Source: an optimization exercise on an open RTL-to-GDS flow (aim: a short achievable clock period). Production flows keep margins and buffers that such runs may drop. Only simulation tests tie the RTL to the original design; equivalence was not proved. Power and IR drop assume default switching activity.

// imem_loader
module imem_loader #(
  parameter int unsigned        DATA_W    = 32,
  parameter int unsigned        DEPTH     = 64,
  parameter logic [DATA_W-1:0]  HALT_WORD = DATA_W'(32'h0000007F),
  localparam int unsigned       CNT_W     = $clog2(DEPTH) + 1
) (
  input  logic              clk,
  input  logic              rst_n,
  input  logic              ld_start,
  input  logic              ld_valid,
  input  logic [DATA_W-1:0] ld_data,
  input  logic              ld_last,
  output logic              ld_ready,
  input  logic              req,
  input  logic [31:0]       pc,
  output logic              rsp_valid,
  output logic [DATA_W-1:0] inst,
  output logic              fault,
  output logic [1:0]        fault_cause,
  output logic              mem_ready,
  output logic [CNT_W-1:0]  loaded_cnt,
  output logic              ovf
);
Size: roughly 4,900 cells after synthesis, about 2,300 flip-flops, about 120 I/O pins, roughly 84,000 um^2 of cells after synthesis.
Settings: LEC_CHECK=0, ABC_CLOCK_PERIOD_IN_PS=1500, CAP_MARGIN=20, CORE_MARGIN=2, CORE_UTILIZATION=55, CTS_CLUSTER_DIAMETER=150, CTS_CLUSTER_SIZE=25, SETUP_SLACK_MARGIN=1.3, SLEW_MARGIN=20; clock period 3.0 ns.
standard.sh (not shown) runs the stock make flow with config.mk's settings and CLKGATE_MAP_FILE= SYNTH_SCRIPT=/design/flow/synth_recipe.tcl, a recipe that flattens the netlist after the stock synthesis.
==> flow/flow/run.sh <==
#!/bin/bash
# Standard layout (the standard.sh, all steps), with more cells marked
# don't-use: the 4-high series stacks (or4*, nor4*, a2111o*, a2111oi*,
# o2111a*, o2111ai*) and a222oi_1 (one weak size only). They are slow on the
# read path's wide OR trees, and the timing repair cannot size them out.
# The platform's own don't-use list is kept and extended.
set -euo pipefail
cfg="$FLOW_HOME/platforms/sky130hd/config.mk"
lib="$FLOW_HOME/platforms/sky130hd/lib/sky130_fd_sc_hd__tt_025C_1v80.lib"
plat_dont_use=$(awk '/^export DONT_USE_CELLS \+= /{on=1} on{print; if ($0 !~ /\\$/) exit}' "$cfg" \
  | grep -o 'sky130_fd_sc_hd__[a-z0-9_]*' | tr '\n' ' ')
extra=$(grep -o 'cell ("*sky130_fd_sc_hd__\(or4\|nor4\|a2111o\|o2111a\|a222oi\)[a-z0-9_]*' "$lib" \
  | sed 's/cell ("*//' | sort -u | tr '\n' ' ')
{ echo "platform don't-use: $plat_dont_use"; echo "extra don't-use: $extra"; } > run.log
bash standard.sh "DONT_USE_CELLS=$plat_dont_use $extra" finish > standard.log 2>&1
The baseline finished clean.
Edit:
Settings changed: SETUP_SLACK_MARGIN 1.3 to 1.0.
Effect: The changed run completed without violations. Wire length is higher by 0.39%. Global-route usage is lower by 0.52 points. Total power stays flat. Clock skew is higher by 3.2 ps. Hold slack is worse by 30 ps. Sequential share of layout area is lower by 0.75 points. Cell count is higher by 0.93%. Count of clock-buffer cells in the layout is higher by 7. Clock power is about the same.
Edit:
Settings changed: CORE_UTILIZATION 55 to 45, SETUP_SLACK_MARGIN 1.0 to 1.3.
Area after synthesis does not change.
Power hardly moves.
Combinational power shrinks by about 2%.
Via count is about the same.
Register-to-register slack gains 150 ps.
Edit:
==> flow/run.sh (new file) <==
#!/bin/bash
# synth_recipe.tcl (not shown) runs the flow's synth.tcl, then flattens the netlist and writes it again
# the make line also repeats each setting of config.mk as NAME=value (left out here)
make -C /OpenROAD-flow-scripts/flow DESIGN_CONFIG=/design/flow/config.mk WORK_HOME=/design/flow/orfs CLKGATE_MAP_FILE= SYNTH_SCRIPT=/design/flow/synth_recipe.tcl finish
Settings changed: CORE_UTILIZATION 45 to 35, CTS_CLUSTER_DIAMETER 150 to 200, CTS_CLUSTER_SIZE 25 to 28.
removed: flow/flow/run.sh
removed: flow/standard.sh
What happened: Wire length goes up by 2.3%. Cell area rises by 0.79%. Setup slack loses 90 ps. Utilization goes down by 12 points. Count of clock-buffer cells in the layout shrinks by 6.
Edit:
==> flow/flow/run.sh (new file) <==
#!/bin/bash
# Standard layout (the standard.sh, all steps), with more cells marked
# don't-use: the 4-high series stacks (or4*, nor4*, a2111o*, a2111oi*,
# o2111a*, o2111ai*) and a222oi_1 (one weak size only). They are slow on the
# read path's wide OR trees, and the timing repair cannot size them out.
# The platform's own don't-use list is kept and extended.
set -euo pipefail
cfg="$FLOW_HOME/platforms/sky130hd/config.mk"
lib="$FLOW_HOME/platforms/sky130hd/lib/sky130_fd_sc_hd__tt_025C_1v80.lib"
plat_dont_use=$(awk '/^export DONT_USE_CELLS \+= /{on=1} on{print; if ($0 !~ /\\$/) exit}' "$cfg" \
  | grep -o 'sky130_fd_sc_hd__[a-z0-9_]*' | tr '\n' ' ')
extra=$(grep -o 'cell ("*sky130_fd_sc_hd__\(or4\|nor4\|a2111o\|o2111a\|a222oi\)[a-z0-9_]*' "$lib" \
  | sed 's/cell ("*//' | sort -u | tr '\n' ' ')
{ echo "platform don't-use: $plat_dont_use"; echo "extra don't-use: $extra"; } > run.log
bash standard.sh "DONT_USE_CELLS=$plat_dont_use $extra" finish > standard.log 2>&1
==> flow/standard.sh (new file) <==
#!/bin/bash
# synth_recipe.tcl (not shown) runs the flow's synth.tcl, then flattens the netlist and writes it again
# the make line also repeats each setting of config.mk as NAME=value (left out here)
make -C /OpenROAD-flow-scripts/flow DESIGN_CONFIG=/design/flow/config.mk WORK_HOME=/design/flow/orfs CLKGATE_MAP_FILE= SYNTH_SCRIPT=/design/flow/synth_recipe.tcl "${@:-finish}"
Settings changed: CORE_UTILIZATION 35 to 50, CTS_CLUSTER_DIAMETER 200 to 150, CTS_CLUSTER_SIZE 28 to 25, SETUP_SLACK_MARGIN 1.3 to 1.0.
removed: flow/run.sh
What happened:
- The new run completed with no timing, DRC or antenna violations
- final cell count drops by roughly a tenth
- cell area decreases by a few percent
- total power is higher slightly
- routed wire length went down by a few percent
- sequential cell count does not change
- sequential power is about the same
- utilization climbs by 17 points
- clock-buffer cell count increases by 14
- first-iteration DRC count fell by a few percent
- worst setup slack improves by 28 ps
- area after synthesis goes up slightly
Edit:
Settings changed: CORE_UTILIZATION 50 to 35, SETUP_SLACK_MARGIN 1.0 to 1.3.
Global-route usage came out lower by 11 points.
Sequential power is about the same.
Setup slack gets better by 17 ps.
Die area goes up by well over a third.
Maximum frequency is higher slightly.
Area after synthesis is unchanged.
Total power rose slightly.
Combinational power goes up by roughly a tenth.
Cell area grows by a few percent.
Utilization drops by 17 points.
Clock-buffer cell count came out lower by 4.

## static timing again, ports no longer ideal
Ports are ideal in the flow. The routed layouts listed here were re-timed in OpenROAD.
Step 1 assumes that a clkbuf_16 drives the clock port and a buf_2 every other input.
Step 2 adds t to the input delays and takes it off the output delays; t is the mean of the earliest and latest rising clock arrival at the registers after step 1. Input paths then give back, and output paths get back, about the clock's delay inside the block.
a / b / c = ideal ports / drivers / drivers and shift; a / b = the first two.
run | shift t [ns] | slack for setup (ns) | latest minus earliest clock arrival (ns) | cell pins on the clock port's net
the first run | 0.849 | 0.820 / 0.838 / -0.011 | 0.046 / 0.046 | 1
the second run | 0.851 | 0.811 / 0.796 / 0.010 | 0.049 / 0.049 | 1
the third run | 0.896 | 0.802 / 0.738 / -0.062 | 0.109 / 0.109 | 1
the fourth run | 0.889 | 0.712 / 0.746 / -0.142 | 0.055 / 0.055 | 1
the fifth run | 0.866 | 0.741 / 0.768 / -0.069 | 0.056 / 0.056 | 1
the sixth run | 0.877 | 0.758 / 0.753 / -0.068 | 0.072 / 0.073 | 1
Met with ideal ports but missed after step 2: setup timing in 5 of these runs. The setup slack of the third run, which loses most, moves by -0.064 ns with the drivers and by -0.864 ns with both steps.
